Source: an optimization exercise on an open RTL-to-GDS flow (aim: small area). Production flows keep margins and buffers that such runs may drop.
In this exercise RTL edits were held to simulation tests only and were not proved equivalent to the original.

<file path="design.v">
package tetris_pkg;
    localparam int board_wide = 10;
    localparam int board_high = 20;
    typedef logic [7:0] cell_t;
    typedef logic [3:0] pos_x_t;
    typedef logic [4:0] pos_y_t;
    typedef logic [1:0] rot_t;
    typedef logic [2:0] size_t;
    typedef logic [9:0] row_bits_t;
    typedef logic [3:0] bcd_t;
    typedef logic [15:0] score_t;
    typedef logic [21:0] shape_entry_t;
    typedef enum logic [2:0] {
        p_empty,
        p_i,
        p_o,
        p_t,
        p_s,
        p_z,
        p_j,
        p_l
    } piece_t;
    typedef enum logic [2:0] {
        cmd_start,
        cmd_left,
        cmd_right,
        cmd_rotate,
        cmd_down
    } cmd_t;
    typedef enum logic [2:0] {
        st_idle,
        st_play,
        st_land,
        st_clear,
        st_spawn,
        st_over
    } ctrl_state_t;
    localparam pos_x_t spawn_x = 4'd4;
    function automatic shape_entry_t shape_table(input logic [2:0] piece, input rot_t rot);
        case ({piece, rot})
            5'b001_00, 5'b001_10: shape_table = {3'd1, 3'd4, 16'h3210};
            5'b001_01, 5'b001_11: shape_table = {3'd4, 3'd1, 16'hC840};
            5'b010_00, 5'b010_01,
            5'b010_10, 5'b010_11: shape_table = {3'd2, 3'd2, 16'h5410};
            5'b011_00:            shape_table = {3'd2, 3'd3, 16'h5210};
            5'b011_01:            shape_table = {3'd3, 3'd2, 16'h9541};
            5'b011_10:            shape_table = {3'd2, 3'd3, 16'h6541};
            5'b011_11:            shape_table = {3'd3, 3'd2, 16'h8540};
            5'b100_00, 5'b100_10: shape_table = {3'd2, 3'd3, 16'h5421};
            5'b100_01, 5'b100_11: shape_table = {3'd3, 3'd2, 16'h9540};
            5'b101_00, 5'b101_10: shape_table = {3'd2, 3'd3, 16'h6510};
            5'b101_01, 5'b101_11: shape_table = {3'd3, 3'd2, 16'h8541};
            5'b110_00:            shape_table = {3'd2, 3'd3, 16'h6540};
            5'b110_01:            shape_table = {3'd3, 3'd2, 16'h8410};
            5'b110_10:            shape_table = {3'd2, 3'd3, 16'h6210};
            5'b110_11:            shape_table = {3'd3, 3'd2, 16'h9851};
            5'b111_00:            shape_table = {3'd2, 3'd3, 16'h6542};
            5'b111_01:            shape_table = {3'd3, 3'd2, 16'h9840};
            5'b111_10:            shape_table = {3'd2, 3'd3, 16'h4210};
            5'b111_11:            shape_table = {3'd3, 3'd2, 16'h9510};
            default:              shape_table = 22'h0;
        endcase
    endfunction
endpackage
module piece_shape (
    input  tetris_pkg::piece_t  piece,
    input  tetris_pkg::pos_x_t  pos_x,
    input  tetris_pkg::pos_y_t  pos_y,
    input  tetris_pkg::rot_t    rot,
    output tetris_pkg::cell_t [3:0] cells,
    output tetris_pkg::size_t   width,
    output tetris_pkg::size_t   height
);
    tetris_pkg::shape_entry_t entry;
    tetris_pkg::cell_t        base;
    assign entry = tetris_pkg::shape_table(piece, rot);
    assign base = tetris_pkg::cell_t'(pos_y * 8'd10 + pos_x);
    assign width  = entry[18:16];
    assign height = entry[21:19];
    always_comb begin
        for (int k = 0; k < 4; k++) begin
            cells[k] = tetris_pkg::cell_t'(base + entry[4*k+2 +: 2] * 8'd10 + entry[4*k +: 2]);
        end
    end
endmodule
module board_map (
    input  logic                      clk,
    input  logic                      rst_n,
    input  tetris_pkg::cell_t [3:0]   test_cells,
    input  tetris_pkg::cell_t [3:0]   cur_cells,
    input  logic                      land_en,
    input  logic                      shift_en,
    input  tetris_pkg::pos_y_t        shift_row,
    input  logic                      clear_en,
    output logic                      test_hit,
    output logic                      cur_hit,
    output logic                      full_found,
    output tetris_pkg::pos_y_t        full_row,
    input  tetris_pkg::pos_y_t        row_sel,
    output tetris_pkg::row_bits_t     row_bits
);
    localparam int board_cells = tetris_pkg::board_wide * tetris_pkg::board_high;
    logic [board_cells-1:0] fallen;
    always_comb begin
        test_hit = 1'b0;
        cur_hit  = 1'b0;
        for (int k = 0; k < 4; k++) begin
            if (test_cells[k] < 8'(board_cells)) begin
                test_hit = test_hit | fallen[test_cells[k]];
            end
            if (cur_cells[k] < 8'(board_cells)) begin
                cur_hit = cur_hit | fallen[cur_cells[k]];
            end
        end
    end
    always_comb begin
        full_found = 1'b0;
        full_row   = '0;
        for (int r = 0; r < tetris_pkg::board_high; r++) begin
            if (&fallen[r*tetris_pkg::board_wide +: tetris_pkg::board_wide]) begin
                full_found = 1'b1;
                full_row   = tetris_pkg::pos_y_t'(r);
            end
        end
    end
    always_comb begin
        row_bits = '0;
        for (int r = 0; r < tetris_pkg::board_high; r++) begin
            if (row_sel == tetris_pkg::pos_y_t'(r)) begin
                row_bits = fallen[r*tetris_pkg::board_wide +: tetris_pkg::board_wide];
            end
        end
    end
    always_ff @(posedge clk or negedge rst_n) begin
        if (!rst_n) begin
            fallen <= '0;
        end else if (clear_en) begin
            fallen <= '0;
        end else if (land_en) begin
            for (int k = 0; k < 4; k++) begin
                if (cur_cells[k] < 8'(board_cells)) begin
                    fallen[cur_cells[k]] <= 1'b1;
                end
            end
        end else if (shift_en) begin
            for (int r = 0; r < tetris_pkg::board_high; r++) begin
                if (shift_row == tetris_pkg::pos_y_t'(r)) begin
                    if (r == 0) begin
                        fallen[0 +: tetris_pkg::board_wide] <= '0;
                    end else begin
                        fallen[r*tetris_pkg::board_wide +: tetris_pkg::board_wide] <=
                            fallen[(r-1)*tetris_pkg::board_wide +: tetris_pkg::board_wide];
                    end
                end
            end
        end
    end
endmodule
module score_counter (
    input  logic               clk,
    input  logic               rst_n,
    input  logic               clear,
    input  logic               incr,
    output tetris_pkg::score_t score
);
    tetris_pkg::bcd_t [3:0] digit;
    logic [3:0] at_nine;
    logic [4:0] carry;
    assign score = digit;
    always_comb begin
        carry[0] = 1'b1;
        for (int k = 0; k < 4; k++) begin
            at_nine[k]   = digit[k] == 4'd9;
            carry[k + 1] = carry[k] & at_nine[k];
        end
    end
    always_ff @(posedge clk or negedge rst_n) begin
        if (!rst_n) begin
            digit <= '0;
        end else if (clear) begin
            digit <= '0;
        end else if (incr && !carry[4]) begin
            for (int k = 0; k < 4; k++) begin
                if (carry[k]) begin
                    digit[k] <= at_nine[k] ? 4'd0 : digit[k] + 4'd1;
                end
            end
        end
    end
endmodule
module game_ctrl #(
    parameter int GRAVITY_CYCLES = 3000
) (
    input  logic                    clk,
    input  logic                    rst_n,
    input  tetris_pkg::cmd_t        cmd,
    input  logic                    cmd_req,
    output logic                    cmd_ack,
    input  tetris_pkg::piece_t      next_piece,
    input  tetris_pkg::size_t       cur_width,
    input  tetris_pkg::size_t       cur_height,
    output tetris_pkg::piece_t      tst_piece,
    output tetris_pkg::pos_x_t      tst_pos_x,
    output tetris_pkg::pos_y_t      tst_pos_y,
    output tetris_pkg::rot_t        tst_rot,
    input  tetris_pkg::size_t       tst_width,
    input  tetris_pkg::size_t       tst_height,
    output logic                    land_en,
    output logic                    shift_en,
    output tetris_pkg::pos_y_t      shift_row,
    output logic                    clear_en,
    input  logic                    test_hit,
    input  logic                    cur_hit,
    input  logic                    full_found,
    input  tetris_pkg::pos_y_t      full_row,
    output logic                    score_clear,
    output logic                    score_incr,
    output logic                    playing,
    output logic                    game_over,
    output tetris_pkg::piece_t      cur_piece,
    output tetris_pkg::pos_x_t      piece_x,
    output tetris_pkg::pos_y_t      piece_y,
    output tetris_pkg::rot_t        piece_rot
);
    localparam int grav_w = $clog2(GRAVITY_CYCLES + 1);
    tetris_pkg::ctrl_state_t       state;
    logic              stable;
    logic              pending;
    logic              take;
    logic              do_start;
    logic              grav_fire;
    logic [grav_w-1:0] grav_cnt;
    tetris_pkg::cmd_t              act;
    logic              move_ok;
    logic              shifting;
    assign stable    = state == tetris_pkg::st_idle || state == tetris_pkg::st_play || state == tetris_pkg::st_over;
    assign take      = cmd_req && !cmd_ack && !pending && stable;
    assign do_start  = take && cmd == tetris_pkg::cmd_start;
    assign grav_fire = state == tetris_pkg::st_play && !take && !pending
                       && grav_cnt == grav_w'(GRAVITY_CYCLES - 1);
    assign act = take ? cmd : tetris_pkg::cmd_down;
    always_comb begin
        tst_piece = cur_piece;
        tst_pos_x = piece_x;
        tst_pos_y = piece_y;
        tst_rot   = piece_rot;
        case (act)
            tetris_pkg::cmd_left:   tst_pos_x = piece_x - 4'd1;
            tetris_pkg::cmd_right:  tst_pos_x = piece_x + 4'd1;
            tetris_pkg::cmd_rotate: tst_rot   = piece_rot + 2'd1;
            default:    tst_pos_y = piece_y + 5'd1;
        endcase
    end
    always_comb begin
        case (act)
            tetris_pkg::cmd_left:   move_ok = piece_x != '0;
            tetris_pkg::cmd_right:  move_ok = 32'(piece_x) + 32'(cur_width) < tetris_pkg::board_wide;
            tetris_pkg::cmd_rotate: move_ok = 32'(piece_x) + 32'(tst_width) <= tetris_pkg::board_wide
                                  && 32'(piece_y) + 32'(tst_height) <= tetris_pkg::board_high;
            default:    move_ok = 32'(piece_y) + 32'(cur_height) < tetris_pkg::board_high;
        endcase
        move_ok = move_ok && !test_hit;
    end
    assign land_en     = state == tetris_pkg::st_land;
    assign shift_en    = state == tetris_pkg::st_clear && shifting;
    assign clear_en    = do_start;
    assign score_clear = do_start;
    assign score_incr  = state == tetris_pkg::st_clear && !shifting && full_found;
    assign playing   = state == tetris_pkg::st_play || state == tetris_pkg::st_land || state == tetris_pkg::st_clear
                       || state == tetris_pkg::st_spawn;
    assign game_over = state == tetris_pkg::st_over;
    always_ff @(posedge clk or negedge rst_n) begin
        if (!rst_n) begin
            state     <= tetris_pkg::st_idle;
            cmd_ack   <= 1'b0;
            pending   <= 1'b0;
            grav_cnt  <= '0;
            shifting  <= 1'b0;
            shift_row <= '0;
            cur_piece <= tetris_pkg::p_empty;
            piece_x   <= '0;
            piece_y   <= '0;
            piece_rot <= '0;
        end else begin
            if (take) begin
                pending <= 1'b1;
            end else if (pending && stable) begin
                pending <= 1'b0;
                cmd_ack <= 1'b1;
            end else if (cmd_ack && !cmd_req) begin
                cmd_ack <= 1'b0;
            end
            if (state != tetris_pkg::st_play || take || grav_fire) begin
                grav_cnt <= '0;
            end else begin
                grav_cnt <= grav_cnt + 1'b1;
            end
            case (state)
                tetris_pkg::st_idle, tetris_pkg::st_over, tetris_pkg::st_play: begin
                    if (do_start) begin
                        cur_piece <= next_piece;
                        piece_x   <= tetris_pkg::spawn_x;
                        piece_y   <= '0;
                        piece_rot <= '0;
                        state     <= tetris_pkg::st_spawn;
                    end else if (state == tetris_pkg::st_play && (take || grav_fire)) begin
                        if (move_ok) begin
                            piece_x   <= tst_pos_x;
                            piece_y   <= tst_pos_y;
                            piece_rot <= tst_rot;
                        end else if (act == tetris_pkg::cmd_down) begin
                            state <= tetris_pkg::st_land;
                        end
                    end
                end
                tetris_pkg::st_land: begin
                    shifting <= 1'b0;
                    state    <= tetris_pkg::st_clear;
                end
                tetris_pkg::st_clear: begin
                    if (shifting) begin
                        if (shift_row == '0) begin
                            shifting <= 1'b0;
                        end else begin
                            shift_row <= shift_row - 5'd1;
                        end
                    end else if (full_found) begin
                        shifting  <= 1'b1;
                        shift_row <= full_row;
                    end else begin
                        cur_piece <= next_piece;
                        piece_x   <= tetris_pkg::spawn_x;
                        piece_y   <= '0;
                        piece_rot <= '0;
                        state     <= tetris_pkg::st_spawn;
                    end
                end
                tetris_pkg::st_spawn: begin
                    state <= cur_hit ? tetris_pkg::st_over : tetris_pkg::st_play;
                end
                default: begin
                    state <= tetris_pkg::st_idle;
                end
            endcase
        end
    end
endmodule
module tetris_core (
    input  logic        clk,
    input  logic        rst_n,
    input  logic [2:0]  cmd,
    input  logic        cmd_req,
    output logic        cmd_ack,
    input  logic [2:0]  next_piece,
    output logic        playing,
    output logic        game_over,
    output logic [15:0] score,
    output logic [2:0]  cur_piece,
    output logic [3:0]  piece_x,
    output logic [4:0]  piece_y,
    output logic [1:0]  piece_rot,
    input  logic [4:0]  row_sel,
    output logic [9:0]  row_bits
);
    localparam int GRAVITY_CYCLES = 3000;
    logic score_clear;
    logic score_incr;
    tetris_pkg::piece_t      tst_piece;
    tetris_pkg::pos_x_t      tst_pos_x;
    tetris_pkg::pos_y_t      tst_pos_y;
    tetris_pkg::rot_t        tst_rot;
    tetris_pkg::cell_t [3:0] cur_cells;
    tetris_pkg::cell_t [3:0] tst_cells;
    tetris_pkg::size_t       cur_width;
    tetris_pkg::size_t       cur_height;
    tetris_pkg::size_t       tst_width;
    tetris_pkg::size_t       tst_height;
    logic        land_en;
    logic        shift_en;
    tetris_pkg::pos_y_t      shift_row;
    logic        clear_en;
    logic        test_hit;
    logic        cur_hit;
    logic        full_found;
    tetris_pkg::pos_y_t      full_row;
    tetris_pkg::piece_t      cur_piece_t;
    assign cur_piece = cur_piece_t;
    game_ctrl #(
        .GRAVITY_CYCLES(GRAVITY_CYCLES)
    ) i_game_ctrl (
        .clk        (clk),
        .rst_n      (rst_n),
        .cmd        (tetris_pkg::cmd_t'(cmd)),
        .cmd_req    (cmd_req),
        .cmd_ack    (cmd_ack),
        .next_piece (tetris_pkg::piece_t'(next_piece)),
        .cur_width  (cur_width),
        .cur_height (cur_height),
        .tst_piece  (tst_piece),
        .tst_pos_x  (tst_pos_x),
        .tst_pos_y  (tst_pos_y),
        .tst_rot    (tst_rot),
        .tst_width  (tst_width),
        .tst_height (tst_height),
        .land_en    (land_en),
        .shift_en   (shift_en),
        .shift_row  (shift_row),
        .clear_en   (clear_en),
        .test_hit   (test_hit),
        .cur_hit    (cur_hit),
        .full_found (full_found),
        .full_row   (full_row),
        .score_clear(score_clear),
        .score_incr (score_incr),
        .playing    (playing),
        .game_over  (game_over),
        .cur_piece  (cur_piece_t),
        .piece_x    (piece_x),
        .piece_y    (piece_y),
        .piece_rot  (piece_rot)
    );
    piece_shape i_cur_shape (
        .piece (cur_piece_t),
        .pos_x (piece_x),
        .pos_y (piece_y),
        .rot   (piece_rot),
        .cells (cur_cells),
        .width (cur_width),
        .height(cur_height)
    );
    piece_shape i_test_shape (
        .piece (tst_piece),
        .pos_x (tst_pos_x),
        .pos_y (tst_pos_y),
        .rot   (tst_rot),
        .cells (tst_cells),
        .width (tst_width),
        .height(tst_height)
    );
    board_map i_board_map (
        .clk       (clk),
        .rst_n     (rst_n),
        .test_cells(tst_cells),
        .cur_cells (cur_cells),
        .land_en   (land_en),
        .shift_en  (shift_en),
        .shift_row (shift_row),
        .clear_en  (clear_en),
        .test_hit  (test_hit),
        .cur_hit   (cur_hit),
        .full_found(full_found),
        .full_row  (full_row),
        .row_sel   (row_sel),
        .row_bits  (row_bits)
    );
    score_counter i_score_counter (
        .clk  (clk),
        .rst_n(rst_n),
        .clear(score_clear),
        .incr (score_incr),
        .score(score)
    );
endmodule
</file>
<file path="run.sh">
#!/bin/bash
# synth_recipe.tcl (not shown) runs the flow's synth.tcl, then flattens the netlist and writes it again
# the make line also repeats each setting of config.mk as NAME=value (left out here)
make -C /OpenROAD-flow-scripts/flow DESIGN_CONFIG=/design/flow/config.mk WORK_HOME=/design/flow/orfs CLKGATE_MAP_FILE= SYNTH_SCRIPT=/design/flow/synth_recipe.tcl finish
</file>
<file path="config.mk">
export PLATFORM = sky130hd
export DESIGN_NAME = tetris_core
export DESIGN_NICKNAME = tetris_core
export VERILOG_FILES = /design/flow/design.v
export SDC_FILE = /design/flow/constraint.sdc
export NUM_CORES = 4
export LEC_CHECK = 0
export CAP_MARGIN = 20
export CORE_MARGIN = 2
export CORE_UTILIZATION = 25
export SLEW_MARGIN = 20
</file>
<file path="constraint.sdc">
create_clock -name core_clock -period 10.0 [get_ports {clk}]
set_input_delay 2.0000 -clock core_clock [delete_from_list [all_inputs] [get_ports {clk}]]
set_output_delay 2.0000 -clock core_clock [all_outputs]
set_load 0.01 [all_outputs]
</file>
==> results.toml <==
[clocking]
postCtsSetupRepairBufs = 0
cts_made_buffers = 37
postCtsHoldBufs = 0
cts_resized = 0
cts_root_buffer = "clkbuf_16"
htreeDepth = 2
cts_tree = "yes"
clock-sinks = 253
clk_latency_ns = 0.67
clock_path_buffers = 3
clkSlewWorstSetupHoldPaths_ns = 0.05

[placed_design]
dp_hpwl_um = 212000
place_inst = 6434
gp_congestion = 1.15
io_buffers = 56

[die]
dieArea_mm2 = 0.164
die_h_um = 405
fp.coreArea_mm2 = 0.159
io_pins = 57
die_w_um = 405
rows = 146
start_util_pct = 25.2

[finish]
seq_area_mm2 = 0.00633
multiInputGateArea_mm2 = 0.0316
area_delta_synth_final_pct = 13.0
instances_no_fill = 6524
final_net_count = 4549
n_fill_cell = 16800
drive_gt1_share_pct = 22.7

[timing]
final_hold_viol_count = 0
fmax_mhz = 111
fin_setup_tns_ns = 0
rsz0062_at_grt = "false"
final_max_slew_viol_count = 0
setup_viol = 0
fin_crit_ns = 9.04
final_min_period_over_clock_period_pct = 90.4
tightest_slew_ns = 1.35
clock_skew_ns = 0.0626
relSlewSlack_pct = 7.57
hold_ws_ns = 0.495

[logic_synthesis]
ys_top_cells_by_count = "470 x nor2_1, 440 x mux4_2, 417 x clkbuf_1, 392 x nand2_1, 265 x mux2i_1"
synth_top_cell_area_share_pct = 24.7
yosysMostFrequentCell = "nor2_1"
avgSynthCellArea_um2 = 8.90
async_flop_share_pct = 100
synth_cells = 4505
synth_area_leaders = "mux4_2 25%, dfrtp_1 16%, mux2i_1 6.6%"
yosys.area.top_type = "mux4_2"
ys_seq_elements = 253
synth-main-ff-cell = "dfrtp_1"
seq_area_frac_synth_pct = 15.8
synth.distinct_cells = 112
synth_nets = 4652
yosysWarningCount = 4
synth_edf_count = 0
synth_area_mm2 = 0.0401

[worst_setup_path]
worstPathRequired_ns = 8.00
ff2ff_path_depth = 19
startpoint_type = "input port"
ff2ff_setup_slack_ns = 1.90
crit_path_end_kind = "output pin"
crit_start = "row_sel[1]"
r2r_start = "i_game_ctrl.piece_rot[0]$_DFFE_PN0P_"
path_class = "input port to output pin"
r2r_end = "i_board_map.fallen[183]$_DFFE_PN0P_"
cp.arrival_ns = 7.04
path_max_fanout = 18
setup.worst_path.end = "row_bits[4]"

[grt]
grt_usage_pct = 34.9
grt_pass1_vias = 44100
gr-total-overflow = 0
grt_pass1_wl_um = 394000
grt_max_degree = 157
antenna_found_initial = 29

[run]
drv_cap = 0

[detailed_routing]
via_count = 48100
first_iter_violations = 9533
drt-total-wl_um = 295000
drt-wirelength-per-cell_um = 45.2
firstDrtPassIters = 10
ant_nets = 0
via_per_inst = 7.38
drc = 0

[min_path]
min_path_type = "flop to flop"

[run_status]
status = "timing/DRC/antenna clean"
## worst min path at each step
stage / startpoint / slack (ns) / depth (start not counted) / endpoint
2_1_floorplan: i_game_ctrl.grav_cnt[0]$_DFF_PN0_ / 0.46 / 1 / i_game_ctrl.grav_cnt[0]$_DFF_PN0_
3_3_place_gp: i_game_ctrl.grav_cnt[0]$_DFF_PN0_ / 0.48 / 1 / i_game_ctrl.grav_cnt[0]$_DFF_PN0_
3_5_place_dp: i_game_ctrl.grav_cnt[0]$_DFF_PN0_ / 0.48 / 1 / i_game_ctrl.grav_cnt[0]$_DFF_PN0_
4_1_cts: i_game_ctrl.grav_cnt[0]$_DFF_PN0_ / 0.49 / 1 / i_game_ctrl.grav_cnt[0]$_DFF_PN0_
5_1_grt: i_game_ctrl.grav_cnt[0]$_DFF_PN0_ / 0.52 / 1 / i_game_ctrl.grav_cnt[0]$_DFF_PN0_
6_report: i_game_ctrl.grav_cnt[0]$_DFF_PN0_ / 0.50 / 1 / i_game_ctrl.grav_cnt[0]$_DFF_PN0_
## registers in the layout, summed over array words and instances (netlist names)
register / flops
i_board_map.fallen: 200
i_score_counter.digit: 16
i_game_ctrl.grav_cnt: 12
i_game_ctrl.piece_y: 5
i_game_ctrl.shift_row: 5
i_game_ctrl.piece_x: 4
i_game_ctrl.cur_piece: 3
i_game_ctrl.state: 3
i_game_ctrl.piece_rot: 2
i_game_ctrl.cmd_ack: 1
i_game_ctrl.pending: 1
i_game_ctrl.shifting: 1
## metrics by stage
step	utilization, %	area (um2)	setup slack, ns
global route	28.5	45300	0.621
global placement	27.6	43900	0.356
floorplan	-	40100	1.36
CTS	28.5	45200	1.13
finish	28.5	45300	0.958
detailed placement	27.7	44000	0.506
## kinds of logic (layout without fill, tap and decap cells)
group                      Yosys count  in the layout  share of synthesized area [%]
and+or+nand+nor                   1428           1428                           16.5
AOI/OAI and AO/OA                 1197           1197                           21.2
muxes                              743            743                           32.4
buffers and inverters              629            553                           6.28
DFF                                253            253                           15.8
adders and majority gates          133            133                           4.56
xor gates and xnor gates           122            122                           3.27
other                                0             23                              0
## metal layers
layer	up-vias	GRT usage, %	part of all wire (%)
li1	17500	-	-
met1	23600	41.1	35
met3	1617	19.9	18
met4	36	26.5	10
met5	-	2.71	0.20
met2	5365	45.8	37
## cell type report
class | instances | area share, %
Timing Repair Buffer | 398 | 6.97
Clock inverter | 19 | 0.585
Clock buffer | 47 | 2.19
Sequential cell | 253 | 14.0
Tap cell | 2072 | 5.72
Multi-Input combinational cell | 3623 | 69.7
Antenna cell | 23 | 0.127
Inverter | 89 | 0.737
## critical path, cell delays in order
cell and delay, ns:
clkdlybuf4s50_1 0.97, nand2b_1 0.75, nor2_1 0.17, nand3_1 0.46, nand2_1 0.30, a2111oi_0 0.71
buf_4 0.22, nor4_1 0.05, a2111oi_0 0.51, a21oi_1 0.23, clkdlybuf4s50_1 0.66
## cells in the final DEF, fill, tap and decap left out, types with 26 or more instances in the layout
master,Yosys,layout
xor2_1,37,30
nor3_1,138,127
dfrtp_1,253,253
inv_1,85,85
ha_1,111,95
mux2_2,38,38
nand2_1,392,392
xnor2_1,65,64
mux4_2,440,440
a2111oi_0,58,57
o211ai_1,27,27
clkdlybuf4s50_1,0,54
a31oi_1,37,37
nand2b_1,33,32
a22oi_1,53,53
nand3_1,107,107
buf_4,9,338
mux2i_1,265,264
o221ai_1,67,67
nor2b_1,37,36
nand4_1,60,60
a221oi_1,129,128
and3_1,26,26
clkbuf_16,0,37
o21ai_0,164,162
a211oi_1,125,125
o22ai_1,131,130
a21oi_1,198,196
nor2_1,470,457
and2_1,35,35
nor4_1,58,56

==> port drivers added, routing unchanged <==
How much do the figures lean on ideal ports? The routed layout below was timed once more, with nothing changed but the port constraints.
Step 1: set_driving_cell puts a clkbuf_16 on clk and a buf_2 on each other input, an assumption about the parent block.
Step 2, shift: input delay + t, output delay - t, t = (earliest + latest rising clock arrival at the registers) / 2. This alone moves slack from input paths to output paths.
Three values: no drivers, after step 1, after step 2; two values: the first two.
t, ns: 0.730
setup slack, ns: 0.958 / 0.857 / 0.416
latest minus earliest clock arrival (ns): 0.063 / 0.063
After both steps this run still meets setup and hold. For this run, drivers alone change the setup slack by -0.101 ns; drivers and shift together by -0.542 ns.
